This design comes from an exercise in tuning for a short achievable clock period and few clock cycles per item on the open sky130 flow, not from production work. Function was checked by simulation only, so behaviour that the tests miss may differ from the original.

==> harbor <==
Design dlx_core, start of the top module:
module dlx_core (
  input  wire logic        clk,
  input  wire logic        reset,
  input  wire logic        stall,
  input  wire logic [31:0] instr_data,
  output      logic [31:0] instr_addr,
  output      logic [31:0] retire_pc,
  output      logic        retire_write,
  output      logic [4:0]  retire_dest,
  output      logic [31:0] retire_data,
  output      logic        retire_valid
);
  function automatic logic [31:0] carries(input logic [31:0] g, input logic [31:0] t,
                                          input logic cin);
    logic [31:0] gg, tt, gn, tn;
    gg    = g;
    tt    = t;
    gg[0] = g[0] | (t[0] & cin);
    for (int k = 1; k < 32; k = k * 2) begin
      gn = gg;
      tn = tt;
      for (int i = k; i < 32; i++) begin
        gn[i] = gg[i] | (tt[i] & gg[i-k]);
        tn[i] = tt[i] & tt[i-k];
      end
      gg = gn;
      tt = tn;
    end
    carries = {gg[30:0], cin};
  endfunction
  logic [31:0] pc;
  logic        d_valid;
  logic [31:0] d_ir;
  logic [31:0] d_pc;
  logic [31:0] d_pc4;
  logic        d_pred;    
  logic        d_jr_ok;   
  logic [31:0] d_rf_a;    
  logic [31:0] d_rf_b;    
  logic        d_nz_a;    
  logic        d_one_a;   
  logic        d_whit_a;  
  logic        d_whit_b;  
  logic        d_rhit_a;  
  logic        d_rhit_b;  
  logic        d_ehit_a;  
  logic        d_ehit_b;  
  logic [15:0] d_sum16;   
  logic        d_c16;     
  logic        d_op_r;    
  logic        d_pass;    
  logic        d_sub;     
  logic        d_rel_ok_b;  
  ...
==> flow/config.mk <==
export PLATFORM = sky130hd
export DESIGN_NAME = dlx_core
export DESIGN_NICKNAME = dlx_core
export VERILOG_FILES = /design/flow/design.v
export SDC_FILE = /design/flow/constraint.sdc
export NUM_CORES = 8
export LEC_CHECK = 0
export CAP_MARGIN = 20
export CORE_MARGIN = 2
export CORE_UTILIZATION = 30
export PLACE_DENSITY = 0.5
export SLEW_MARGIN = 20
export SYNTH_HIERARCHICAL = 1
==> flow/constraint.sdc <==
create_clock -name core_clock -period 9.0 [get_ports {clk}]
set_input_delay 1.8000 -clock core_clock [delete_from_list [all_inputs] [get_ports {clk}]]
set_output_delay 1.8000 -clock core_clock [all_outputs]
set_load 0.01 [all_outputs]
standard.sh (not shown) runs the stock make flow with config.mk's settings and CLKGATE_MAP_FILE= SYNTH_SCRIPT=/design/flow/synth_recipe.tcl, a recipe that flattens the netlist after the stock synthesis.
==> flow/flow/run.sh <==
#!/bin/bash
set -euo pipefail
here=$(pwd)
rm -rf "$here/scripts"
cp -r "$FLOW_HOME/scripts" "$here/scripts"
cp "$here/flow/abc_speed.script" "$here/scripts/abc_speed.script"
cp "$here/flow/synth_preamble.tcl" "$here/scripts/synth_preamble.tcl"
bash standard.sh SCRIPTS_DIR="$here/scripts" ADDER_MAP_FILE= SETUP_SLACK_MARGIN=5.9 \
  "BUFFER_PORTS_ARGS=-buffer_cell sky130_fd_sc_hd__buf_4" CTS_CLUSTER_SIZE=20 CTS_CLUSTER_DIAMETER=150 finish > "$here/standard_flow.log" 2>&1
Other scripts of this flow, unchanged in this note and not shown: flow/flow/abc_speed.script, flow/flow/synth_preamble.tcl
==> willow: changes against harbor <==
--- a/flow/design.v
+++ b/flow/design.v
@@ -120,19 +120,14 @@
   logic        d_one_a;   
   logic        d_whit_a;  
   logic        d_whit_b;  
   logic        d_rhit_a;  
   logic        d_rhit_b;  
   logic        d_ehit_a;  
   logic        d_ehit_b;  
-  logic [15:0] d_sum16;   
-  logic        d_c16;     
-  logic        d_op_r;    
-  logic        d_pass;    
-  logic        d_sub;     
   logic        d_rel_ok_b;  
   logic        d_rel_ok_j;  
   logic        e_valid;
   logic        e_wr;
   logic [4:0]  e_dest;
   logic [31:0] e_pc;
   logic [31:0] e_g;       
@@ -146,33 +141,29 @@
   logic [4:0]  r_dest;
   logic [31:0] r_pc;
   logic [31:0] r_data;
   logic        r_zero;    
   logic [31:1] r_we;      
   logic [31:0] w_data;    
   logic        w_zero;
-  logic        w_one;     
-  logic        w_wr;      
-  logic [4:0]  w_dest;
-  logic [31:1] w_we;      
-  logic [31:0] rf_wdata;  
   logic [31:0] lv31;      
   logic        lv31_ok;   
   logic        nopred;    
   wire  [32*32-1:0] rf;   
   wire  [31:0]      nz;   
   wire  [31:0]      one;  
   logic [31:0] pc4;
   logic [31:0] pc_next;
   logic        f_pred;
   logic        f_jr_ok;
-  dlx_copy_reg #(.W(32)) pc_port_i (
+  dlx_port_reg #(.W(32)) pc_port_i (
     .clk  (clk),
     .reset(reset),
-    .d    ((d_redir | ~stall) ? pc_next : pc),
+    .en   (d_redir | ~stall),
+    .d    (pc_next),
     .q    (instr_addr)
   );
   assign pc4        = {pc[31:2] + 30'd1, pc[1:0]};
   logic [5:0]  op;
   logic [4:0]  rs1, rs2, rd;
   logic [5:0]  fn;
   logic [15:0] imm;
@@ -185,15 +176,15 @@
   logic        d_wr;
   assign op   = d_ir[31:26];
   assign rs1  = d_ir[25:21];
   assign rs2  = d_ir[20:16];
   assign rd   = d_ir[15:11];
   assign fn   = d_ir[5:0];
   assign imm  = d_ir[15:0];
-  assign op_r    = d_op_r;           
+  assign op_r    = (op == 6'h00);
   assign fn_add  = (fn == 6'h20);
   assign fn_sub  = (fn == 6'h22);
   assign fn_and  = (fn == 6'h24);
   assign fn_or   = (fn == 6'h25);
   assign fn_xor  = (fn == 6'h26);
   assign fn_slt  = (fn == 6'h2a);
   assign r_alu   = op_r & (fn_add | fn_sub | fn_and | fn_or | fn_xor | fn_slt);
@@ -214,15 +205,15 @@
   logic        r_hit_a, e_hit_a;
   assign a_val   = d_rhit_a ? r_data : (d_whit_a ? w_data : d_rf_a);
   assign b_reg   = {32{op_r}} & (d_rhit_b ? r_data : (d_whit_b ? w_data : d_rf_b));
   assign r_hit_a = d_rhit_a;
   assign e_hit_a = d_ehit_a;
   logic        pass;
   logic [31:0] b_next;
-  assign pass = d_pass;               
+  assign pass = op_link | (op_imm & rs1_zero);
   logic [31:0] b_imm;
   always_comb begin
     if (op_link)                 b_imm = d_pc4;
     else if (op_r)               b_imm = 32'd0;
     else if (op_addi)            b_imm = {{16{imm[15]}}, imm};
     else if (op_andi & rs1_zero) b_imm = 32'd0;
     else                         b_imm = {16'h0000, imm};
@@ -236,61 +227,40 @@
   logic [31:0] jr_val;
   logic [31:0] redir_tgt;
   assign a_nz     = e_hit_a ? ~e_fz : r_hit_a ? ~r_zero : d_whit_a ? ~w_zero : d_nz_a;
   assign br_taken = op_beqz ? ~a_nz : a_nz;
   assign d_haz = d_valid & e_hit_a & ((op_br & e_slt) | (op_jr & ~d_jr_ok & ~e_pass));
   logic [31:0] tgt_b, tgt_j;
   logic        rel_ok_b, rel_ok_j;
-  logic [15:0] hi16_p1, hi16_m1;
-  logic [5:0]  hi6_p1, hi6_m1;
-  logic [31:0] c_mid;
-  logic [9:0]  s_mid;
-  logic        up_b, dn_b, up_j, dn_j;
-  assign hi16_p1 = d_pc4[31:16] + 16'd1;
-  assign hi16_m1 = d_pc4[31:16] - 16'd1;
-  assign up_b    = d_c16 & ~imm[15];
-  assign dn_b    = ~d_c16 & imm[15];
-  assign tgt_b   = {({16{up_b}} & hi16_p1) | ({16{dn_b}} & hi16_m1) |
-                    ({16{~up_b & ~dn_b}} & d_pc4[31:16]), d_sum16};
-  assign c_mid   = carries({22'd0, d_pc4[25:16] & d_ir[25:16]},
-                           {22'd0, d_pc4[25:16] | d_ir[25:16]}, d_c16);
-  assign s_mid   = d_pc4[25:16] ^ d_ir[25:16] ^ c_mid[9:0];
-  assign hi6_p1  = d_pc4[31:26] + 6'd1;
-  assign hi6_m1  = d_pc4[31:26] - 6'd1;
-  assign up_j    = c_mid[10] & ~d_ir[25];
-  assign dn_j    = ~c_mid[10] & d_ir[25];
-  assign tgt_j   = {({6{up_j}} & hi6_p1) | ({6{dn_j}} & hi6_m1) |
-                    ({6{~up_j & ~dn_j}} & d_pc4[31:26]), s_mid, d_sum16};
+  logic [31:0] sext_b, sext_j;
+  assign sext_b = {{16{imm[15]}}, imm};
+  assign sext_j = {{6{d_ir[25]}}, d_ir[25:0]};
+  assign tgt_b  = d_pc4 ^ sext_b ^ carries(d_pc4 & sext_b, d_pc4 | sext_b, 1'b0);
+  assign tgt_j  = d_pc4 ^ sext_j ^ carries(d_pc4 & sext_j, d_pc4 | sext_j, 1'b0);
   assign rel_ok_b = d_rel_ok_b;    
   assign rel_ok_j = d_rel_ok_j;
   assign jr_val    = e_hit_a ? e_t : a_val;
   logic d_again;    
   assign d_again   = d_haz | (d_valid & op_br & d_pred & ~rel_ok_b);
   assign d_redir   = d_again | (d_valid & ((op_jr & ~d_jr_ok) |
                                            (op_j & ~rel_ok_j) |
                                            (op_br & (br_taken ^ d_pred))));
   assign redir_tgt = d_again ? d_pc :
                      op_jr   ? {jr_val[31:2], 2'b00} :
                      op_j    ? tgt_j :
                      d_pred  ? d_pc4 : tgt_b;
   logic src_one, d_to_zero;
-  assign src_one   = d_whit_a ? w_one : d_one_a;
+  assign src_one   = d_whit_a ? (w_data == 32'd1) : d_one_a;
   assign d_to_zero = op_addi & (rs2 == rs1) & (imm == 16'hffff) & ~e_hit_a &
-                     ~r_hit_a & src_one;    
+                     (r_hit_a ? (r_data == 32'd1) : src_one);
   logic [31:1] f_sel_a, f_sel_b;
   logic        f_r, fe_hit_a, fe_hit_b, fd_hit_a, fd_hit_b, fr_hit_a, fr_hit_b;
   logic [31:0] f_rf_a, f_rf_b;
   logic        f_nz_a, f_one_a;
   assign f_r      = (instr_data[31:26] == 6'h00);
-  logic f_pass, f_sub;
-  assign f_pass = (instr_data[31:26] == 6'h03) | (instr_data[31:26] == 6'h13) |
-                  (((instr_data[31:26] == 6'h08) | (instr_data[31:26] == 6'h0c) |
-                    (instr_data[31:26] == 6'h0d) | (instr_data[31:26] == 6'h0e)) &
-                   (instr_data[25:21] == 5'd0));
-  assign f_sub  = f_r & ((instr_data[5:0] == 6'h22) | (instr_data[5:0] == 6'h2a));
   assign fr_hit_a = r_wr & (r_dest == instr_data[25:21]);
   assign fr_hit_b = r_wr & (r_dest == instr_data[20:16]) & f_r;
   assign fe_hit_a = e_wr & (e_dest == instr_data[25:21]);
   assign fe_hit_b = e_wr & (e_dest == instr_data[20:16]) & f_r;
   assign fd_hit_a = d_valid & d_wr & (dest == instr_data[25:21]);
   assign fd_hit_b = d_valid & d_wr & (dest == instr_data[20:16]) & f_r;
   always_comb begin
@@ -306,15 +276,14 @@
     f_one_a = 1'b0;
     for (int i = 1; i < 32; i++) begin
       f_rf_a  = f_rf_a | ({32{f_sel_a[i]}} & rf[32*i +: 32]);
       f_rf_b  = f_rf_b | ({32{f_sel_b[i]}} & rf[32*i +: 32]);
       f_nz_a  = f_nz_a | (f_sel_a[i] & nz[i]);
       f_one_a = f_one_a | (f_sel_a[i] & one[i]);
     end
-    if (w_wr && w_dest == instr_data[25:21]) f_one_a = w_one;
   end
   logic [5:0]  f_op;
   logic        f_j, f_br, f_jr;
   logic [4:0]  f_rs;
   logic        fd_hit;
   logic [31:0] f_jr_val;
   logic [15:0] f_sum;
@@ -342,15 +311,15 @@
                    ({32{sel_rel}} & {pc4[31:16], f_sum});
   assign pc_next = d_redir ? redir_tgt : f_next;
   logic [31:0] res;
   logic        lt;
   logic [31:0] g_next, t_next;
   logic        a31_next, b31_next;
   logic        sub;
-  assign sub = d_sub;                 
+  assign sub = op_r & (fn_sub | fn_slt);
   logic [31:0] e_p, sum;
   logic        z_add;
   assign e_p = e_t & ~e_g;                        
   assign sum = e_p ^ carries(e_g, e_t, e_cin);    
   assign lt  = (e_a31 ^ e_b31) ? e_a31 : sum[31];
   assign res = ({32{e_add}} & sum) |
                ({32{e_and}} & e_g) |
@@ -391,36 +360,26 @@
       d_whit_b <= 1'b0;
       d_rhit_a <= 1'b0;
       d_rhit_b <= 1'b0;
       d_ehit_a <= 1'b0;
       d_ehit_b <= 1'b0;
       d_rel_ok_b <= 1'b0;
       d_rel_ok_j <= 1'b0;
-      d_op_r  <= 1'b1;
-      d_sum16 <= 16'd0;
-      d_c16   <= 1'b0;
-      d_pass  <= 1'b0;
-      d_sub   <= 1'b0;
     end else begin
       d_valid <= !stall & !d_redir;
       d_rf_a  <= f_rf_a;
       d_rf_b  <= f_rf_b;
       d_nz_a  <= f_nz_a;
       d_one_a <= f_one_a;
       d_whit_a <= fr_hit_a & ~fe_hit_a;
       d_whit_b <= fr_hit_b & ~fe_hit_b;
       d_rhit_a <= fe_hit_a;
       d_rhit_b <= fe_hit_b;
       d_ehit_a <= fd_hit_a;
       d_ehit_b <= fd_hit_b;
-      d_op_r  <= f_r;
-      d_sum16 <= f_sum;
-      d_c16   <= f_cy[16];
-      d_pass  <= f_pass;
-      d_sub   <= f_sub;
       d_rel_ok_b <= (f_cy[16] == instr_data[15]);
       d_rel_ok_j <= f_cy[16] ? (&instr_data[25:16]) : ~(|instr_data[25:16]);
       d_ir    <= instr_data;
       d_pc    <= pc;
       d_pc4   <= pc4;
       d_pred  <= f_pred;
       d_jr_ok <= f_jr_ok;
@@ -480,25 +439,17 @@
       lv31_ok <= 1'b1;
     end
   end
   always_ff @(posedge clk or posedge reset) begin
     if (reset) begin
       w_data <= 32'd0;
       w_zero <= 1'b1;
-      w_one  <= 1'b0;
-      w_wr   <= 1'b0;
-      w_dest <= 5'd0;
-      w_we   <= '0;
     end else begin
       w_data <= r_data;
       w_zero <= r_zero;
-      w_one  <= (r_data == 32'd1);
-      w_wr   <= r_wr;
-      w_dest <= r_dest;
-      w_we   <= r_we;
     end
   end
   always_ff @(posedge clk or posedge reset) begin
     if (reset) begin
       r_valid <= 1'b0;
       r_wr    <= 1'b0;
       r_dest  <= 5'd0;
@@ -520,31 +471,28 @@
     logic [31:0] q;
     logic        q_nz;
     logic        q_one;
     always_ff @(posedge clk or posedge reset) begin
       if (reset) begin
         q    <= 32'd0;
         q_nz <= 1'b0;
+        q_one <= 1'b0;
       end else if (r_we[g]) begin
-        q    <= rf_wdata;
+        q    <= r_data;
         q_nz <= ~r_zero;
+        q_one <= (r_data == 32'd1);
       end
     end
-    always_ff @(posedge clk or posedge reset) begin
-      if (reset)        q_one <= 1'b0;
-      else if (w_we[g]) q_one <= w_one;
-    end
     assign rf[32*g +: 32] = q;
     assign nz[g]          = q_nz;
     assign one[g]         = q_one;
   end
   assign rf[31:0] = 32'd0;
   assign nz[0]    = 1'b0;
   assign one[0]   = 1'b0;
-  dlx_copy_reg #(.W(32)) rf_wdata_i (.clk(clk), .reset(reset), .d(res), .q(rf_wdata));
   assign retire_valid = r_valid;
   assign retire_pc    = r_pc;
   dlx_port_reg_ne #(.W(38)) retire_port_i (
     .clk  (clk),
     .reset(reset),
     .d    ({e_wr, e_dest, res}),
     .q    ({retire_write, retire_dest, retire_data})
@@ -568,26 +516,13 @@
   parameter int W = 1
 ) (
   input  wire logic         clk,
   input  wire logic         reset,
   input  wire logic [W-1:0] d,
   output      logic [W-1:0] q
 );
-  always_ff @(posedge clk or posedge reset) begin
-    if (reset) q <= '0;
-    else       q <= d;
-  end
-endmodule
-module dlx_copy_reg #(
-  parameter int W = 1
-) (
-  input  wire logic         clk,
-  input  wire logic         reset,
-  input  wire logic [W-1:0] d,
-  output      logic [W-1:0] q
-);
   always_ff @(posedge clk or posedge reset) begin
     if (reset) q <= '0;
     else       q <= d;
   end
 endmodule
 `default_nettype wire
==> flow/flow/run.sh (replaced) <==
#!/bin/bash
set -euo pipefail
here=$(pwd)
rm -rf "$here/scripts"
cp -r "$FLOW_HOME/scripts" "$here/scripts"
cp "$here/flow/abc_speed.script" "$here/scripts/abc_speed.script"
cp "$here/flow/synth_preamble.tcl" "$here/scripts/synth_preamble.tcl"
bash standard.sh SCRIPTS_DIR="$here/scripts" ADDER_MAP_FILE= SETUP_SLACK_MARGIN=6.3 \
  "BUFFER_PORTS_ARGS=-buffer_cell sky130_fd_sc_hd__buf_4" finish > "$here/standard_flow.log" 2>&1
==> sierra: changes against harbor <==
--- a/flow/design.v
+++ b/flow/design.v
@@ -120,16 +120,14 @@
   logic        d_one_a;   
   logic        d_whit_a;  
   logic        d_whit_b;  
   logic        d_rhit_a;  
   logic        d_rhit_b;  
   logic        d_ehit_a;  
   logic        d_ehit_b;  
-  logic [15:0] d_sum16;   
-  logic        d_c16;     
   logic        d_op_r;    
   logic        d_pass;    
   logic        d_sub;     
   logic        d_rel_ok_b;  
   logic        d_rel_ok_j;  
   logic        e_valid;
   logic        e_wr;
@@ -147,32 +145,29 @@
   logic [31:0] r_pc;
   logic [31:0] r_data;
   logic        r_zero;    
   logic [31:1] r_we;      
   logic [31:0] w_data;    
   logic        w_zero;
   logic        w_one;     
-  logic        w_wr;      
-  logic [4:0]  w_dest;
-  logic [31:1] w_we;      
-  logic [31:0] rf_wdata;  
   logic [31:0] lv31;      
   logic        lv31_ok;   
   logic        nopred;    
   wire  [32*32-1:0] rf;   
   wire  [31:0]      nz;   
   wire  [31:0]      one;  
   logic [31:0] pc4;
   logic [31:0] pc_next;
   logic        f_pred;
   logic        f_jr_ok;
-  dlx_copy_reg #(.W(32)) pc_port_i (
+  dlx_port_reg #(.W(32)) pc_port_i (
     .clk  (clk),
     .reset(reset),
-    .d    ((d_redir | ~stall) ? pc_next : pc),
+    .en   (d_redir | ~stall),
+    .d    (pc_next),
     .q    (instr_addr)
   );
   assign pc4        = {pc[31:2] + 30'd1, pc[1:0]};
   logic [5:0]  op;
   logic [4:0]  rs1, rs2, rd;
   logic [5:0]  fn;
   logic [15:0] imm;
@@ -236,34 +231,19 @@
   logic [31:0] jr_val;
   logic [31:0] redir_tgt;
   assign a_nz     = e_hit_a ? ~e_fz : r_hit_a ? ~r_zero : d_whit_a ? ~w_zero : d_nz_a;
   assign br_taken = op_beqz ? ~a_nz : a_nz;
   assign d_haz = d_valid & e_hit_a & ((op_br & e_slt) | (op_jr & ~d_jr_ok & ~e_pass));
   logic [31:0] tgt_b, tgt_j;
   logic        rel_ok_b, rel_ok_j;
-  logic [15:0] hi16_p1, hi16_m1;
-  logic [5:0]  hi6_p1, hi6_m1;
-  logic [31:0] c_mid;
-  logic [9:0]  s_mid;
-  logic        up_b, dn_b, up_j, dn_j;
-  assign hi16_p1 = d_pc4[31:16] + 16'd1;
-  assign hi16_m1 = d_pc4[31:16] - 16'd1;
-  assign up_b    = d_c16 & ~imm[15];
-  assign dn_b    = ~d_c16 & imm[15];
-  assign tgt_b   = {({16{up_b}} & hi16_p1) | ({16{dn_b}} & hi16_m1) |
-                    ({16{~up_b & ~dn_b}} & d_pc4[31:16]), d_sum16};
-  assign c_mid   = carries({22'd0, d_pc4[25:16] & d_ir[25:16]},
-                           {22'd0, d_pc4[25:16] | d_ir[25:16]}, d_c16);
-  assign s_mid   = d_pc4[25:16] ^ d_ir[25:16] ^ c_mid[9:0];
-  assign hi6_p1  = d_pc4[31:26] + 6'd1;
-  assign hi6_m1  = d_pc4[31:26] - 6'd1;
-  assign up_j    = c_mid[10] & ~d_ir[25];
-  assign dn_j    = ~c_mid[10] & d_ir[25];
-  assign tgt_j   = {({6{up_j}} & hi6_p1) | ({6{dn_j}} & hi6_m1) |
-                    ({6{~up_j & ~dn_j}} & d_pc4[31:26]), s_mid, d_sum16};
+  logic [31:0] sext_b, sext_j;
+  assign sext_b = {{16{imm[15]}}, imm};
+  assign sext_j = {{6{d_ir[25]}}, d_ir[25:0]};
+  assign tgt_b  = d_pc4 ^ sext_b ^ carries(d_pc4 & sext_b, d_pc4 | sext_b, 1'b0);
+  assign tgt_j  = d_pc4 ^ sext_j ^ carries(d_pc4 & sext_j, d_pc4 | sext_j, 1'b0);
   assign rel_ok_b = d_rel_ok_b;    
   assign rel_ok_j = d_rel_ok_j;
   assign jr_val    = e_hit_a ? e_t : a_val;
   logic d_again;    
   assign d_again   = d_haz | (d_valid & op_br & d_pred & ~rel_ok_b);
   assign d_redir   = d_again | (d_valid & ((op_jr & ~d_jr_ok) |
                                            (op_j & ~rel_ok_j) |
@@ -306,15 +286,14 @@
     f_one_a = 1'b0;
     for (int i = 1; i < 32; i++) begin
       f_rf_a  = f_rf_a | ({32{f_sel_a[i]}} & rf[32*i +: 32]);
       f_rf_b  = f_rf_b | ({32{f_sel_b[i]}} & rf[32*i +: 32]);
       f_nz_a  = f_nz_a | (f_sel_a[i] & nz[i]);
       f_one_a = f_one_a | (f_sel_a[i] & one[i]);
     end
-    if (w_wr && w_dest == instr_data[25:21]) f_one_a = w_one;
   end
   logic [5:0]  f_op;
   logic        f_j, f_br, f_jr;
   logic [4:0]  f_rs;
   logic        fd_hit;
   logic [31:0] f_jr_val;
   logic [15:0] f_sum;
@@ -392,16 +371,14 @@
       d_rhit_a <= 1'b0;
       d_rhit_b <= 1'b0;
       d_ehit_a <= 1'b0;
       d_ehit_b <= 1'b0;
       d_rel_ok_b <= 1'b0;
       d_rel_ok_j <= 1'b0;
       d_op_r  <= 1'b1;
-      d_sum16 <= 16'd0;
-      d_c16   <= 1'b0;
       d_pass  <= 1'b0;
       d_sub   <= 1'b0;
     end else begin
       d_valid <= !stall & !d_redir;
       d_rf_a  <= f_rf_a;
       d_rf_b  <= f_rf_b;
       d_nz_a  <= f_nz_a;
@@ -409,16 +386,14 @@
       d_whit_a <= fr_hit_a & ~fe_hit_a;
       d_whit_b <= fr_hit_b & ~fe_hit_b;
       d_rhit_a <= fe_hit_a;
       d_rhit_b <= fe_hit_b;
       d_ehit_a <= fd_hit_a;
       d_ehit_b <= fd_hit_b;
       d_op_r  <= f_r;
-      d_sum16 <= f_sum;
-      d_c16   <= f_cy[16];
       d_pass  <= f_pass;
       d_sub   <= f_sub;
       d_rel_ok_b <= (f_cy[16] == instr_data[15]);
       d_rel_ok_j <= f_cy[16] ? (&instr_data[25:16]) : ~(|instr_data[25:16]);
       d_ir    <= instr_data;
       d_pc    <= pc;
       d_pc4   <= pc4;
@@ -481,24 +456,18 @@
     end
   end
   always_ff @(posedge clk or posedge reset) begin
     if (reset) begin
       w_data <= 32'd0;
       w_zero <= 1'b1;
       w_one  <= 1'b0;
-      w_wr   <= 1'b0;
-      w_dest <= 5'd0;
-      w_we   <= '0;
     end else begin
       w_data <= r_data;
       w_zero <= r_zero;
       w_one  <= (r_data == 32'd1);
-      w_wr   <= r_wr;
-      w_dest <= r_dest;
-      w_we   <= r_we;
     end
   end
   always_ff @(posedge clk or posedge reset) begin
     if (reset) begin
       r_valid <= 1'b0;
       r_wr    <= 1'b0;
       r_dest  <= 5'd0;
@@ -520,31 +489,28 @@
     logic [31:0] q;
     logic        q_nz;
     logic        q_one;
     always_ff @(posedge clk or posedge reset) begin
       if (reset) begin
         q    <= 32'd0;
         q_nz <= 1'b0;
+        q_one <= 1'b0;
       end else if (r_we[g]) begin
-        q    <= rf_wdata;
+        q    <= r_data;
         q_nz <= ~r_zero;
+        q_one <= (r_data == 32'd1);
       end
     end
-    always_ff @(posedge clk or posedge reset) begin
-      if (reset)        q_one <= 1'b0;
-      else if (w_we[g]) q_one <= w_one;
-    end
     assign rf[32*g +: 32] = q;
     assign nz[g]          = q_nz;
     assign one[g]         = q_one;
   end
   assign rf[31:0] = 32'd0;
   assign nz[0]    = 1'b0;
   assign one[0]   = 1'b0;
-  dlx_copy_reg #(.W(32)) rf_wdata_i (.clk(clk), .reset(reset), .d(res), .q(rf_wdata));
   assign retire_valid = r_valid;
   assign retire_pc    = r_pc;
   dlx_port_reg_ne #(.W(38)) retire_port_i (
     .clk  (clk),
     .reset(reset),
     .d    ({e_wr, e_dest, res}),
     .q    ({retire_write, retire_dest, retire_data})
@@ -568,26 +534,13 @@
   parameter int W = 1
 ) (
   input  wire logic         clk,
   input  wire logic         reset,
   input  wire logic [W-1:0] d,
   output      logic [W-1:0] q
 );
-  always_ff @(posedge clk or posedge reset) begin
-    if (reset) q <= '0;
-    else       q <= d;
-  end
-endmodule
-module dlx_copy_reg #(
-  parameter int W = 1
-) (
-  input  wire logic         clk,
-  input  wire logic         reset,
-  input  wire logic [W-1:0] d,
-  output      logic [W-1:0] q
-);
   always_ff @(posedge clk or posedge reset) begin
     if (reset) q <= '0;
     else       q <= d;
   end
 endmodule
 `default_nettype wire
==> flow/flow/run.sh (replaced) <==
#!/bin/bash
set -euo pipefail
here=$(pwd)
rm -rf "$here/scripts"
cp -r "$FLOW_HOME/scripts" "$here/scripts"
cp "$here/flow/abc_speed.script" "$here/scripts/abc_speed.script"
cp "$here/flow/synth_preamble.tcl" "$here/scripts/synth_preamble.tcl"
bash standard.sh SCRIPTS_DIR="$here/scripts" ADDER_MAP_FILE= SETUP_SLACK_MARGIN=5.9 \
  "BUFFER_PORTS_ARGS=-buffer_cell sky130_fd_sc_hd__buf_4" finish > "$here/standard_flow.log" 2>&1
==> flow_metrics.tcl <==
set metrics [dict create \
    outcome "no timing/DRC/antenna violations" \
    crit_start "d_whit_a" \
    synth.net_count 9811 \
    cp_cell_sequence "buf_12, clkinvlp_4, buf_12, a21oi_1, a221oi_2, a21oi_1, o221ai_2, o21ai_0, o21ai_0, and2_1, nand2_1, o21ai_2" \
    synth_top_cells_by_area "dfrtp_1 46%, clkbuf_8 9.3%, a21oi_1 6.3%, nand2_1 5.9%, nor2_1 5.8%" \
    cts_resized 696 \
    layout_common_cells "1497 x dfrtp_1, 1307 x nand2_1, 1237 x nor2_1" \
    viasPerCell 6.06 \
    crit_cells 12 \
    start_util 0.302 \
    timing.final.crit_share 0.361 \
    fin_hold_ws_ns 0.341 \
    yosys.area_share.simple 0.162 \
    wl_met2_microns 201000 \
]
The numbers above come from sierra.

==> flow_metrics.tcl <==
set metrics [dict create \
    outcome "no timing/DRC/antenna violations" \
    layout_common_cells "1624 x dfrtp_1, 1359 x nand2_1, 1013 x o21ai_0" \
    setup_ws_ns 5.77 \
    coreArea_sq_mm 0.290 \
    start_util 0.301 \
    crit_cells 1 \
    yosys.area_share.simple 0.122 \
    cts_resized 578 \
    crit_start "retire_port_i.q[8]" \
    fin_hold_ws_ns 0.352 \
    grt_use_met1 0.371 \
    grtUsageMet2 0.424 \
    cp_cell_sequence "buf_6" \
    synth.net_count 9056 \
    viasPerCell 6.11 \
]
The numbers above come from harbor.

==> flow_metrics.tcl <==
set metrics [dict create \
    outcome "no timing/DRC/antenna violations" \
    layout_common_cells "1474 x dfrtp_1, 1229 x nor2_1, 1146 x nand2_1" \
    cp_cell_sequence "buf_4, inv_8, nand4_1, nor2_4, nand4_4, a221oi_4, a41oi_4, o21bai_4, nand2_4, buf_6, o221ai_2, nand2_1, nand2_1, nand2_1, o21ai_2" \
    viasPerCell 6.17 \
    synth.net_count 9790 \
    start_util 0.302 \
    synth_top_cells_by_area "dfrtp_1 46%, clkbuf_8 9.2%, a21oi_1 6.5%, nor2_1 5.9%, nand2_1 5.4%" \
    comb_cell_power_mw 3.97 \
    yosys.area_share.simple 0.162 \
    wl_met2_microns 211000 \
    cts_resized 1438 \
]
The numbers above come from willow.

Testbench counts of harbor, summed over its fixed seeds: cycles 40,424, instructions 40,000.
Testbench counts of willow, summed over its fixed seeds: cycles 40,424, instructions 40,000.
Testbench counts of sierra, summed over its fixed seeds: cycles 40,424, instructions 40,000.

separate check: timing with driven ports:
How much do the figures lean on ideal ports? The routed layouts below were timed once more, with nothing changed but the port constraints.
Step 1, drivers: a clkbuf_16 drives clk and a buf_2 each remaining input, both assumed.
Step 2, shift: input delay + t, output delay - t, t = (earliest + latest rising clock arrival at the registers) / 2. This alone moves slack from input paths to output paths.
Three values: ideal ports, drivers, drivers and shift; two values: the first two.
run	t (ns)	setup WS [ns]	clock arrival spread, ns	slew at the worst register clock pin (ns)	worst data-port slew with drivers (ns)
harbor	0.902	5.767 / 5.669 / 4.863	0.079 / 0.079	0.10 / 0.10	0.25
willow	0.972	5.354 / 5.354 / 4.525	0.111 / 0.111	0.07 / 0.07	0.35
sierra	0.964	5.750 / 5.661 / 4.698	0.115 / 0.115	0.07 / 0.07	0.28
After both steps setup and hold are still met in every run listed. For sierra, which loses most, drivers alone change the setup slack by -0.089 ns; drivers and shift together by -1.052 ns.
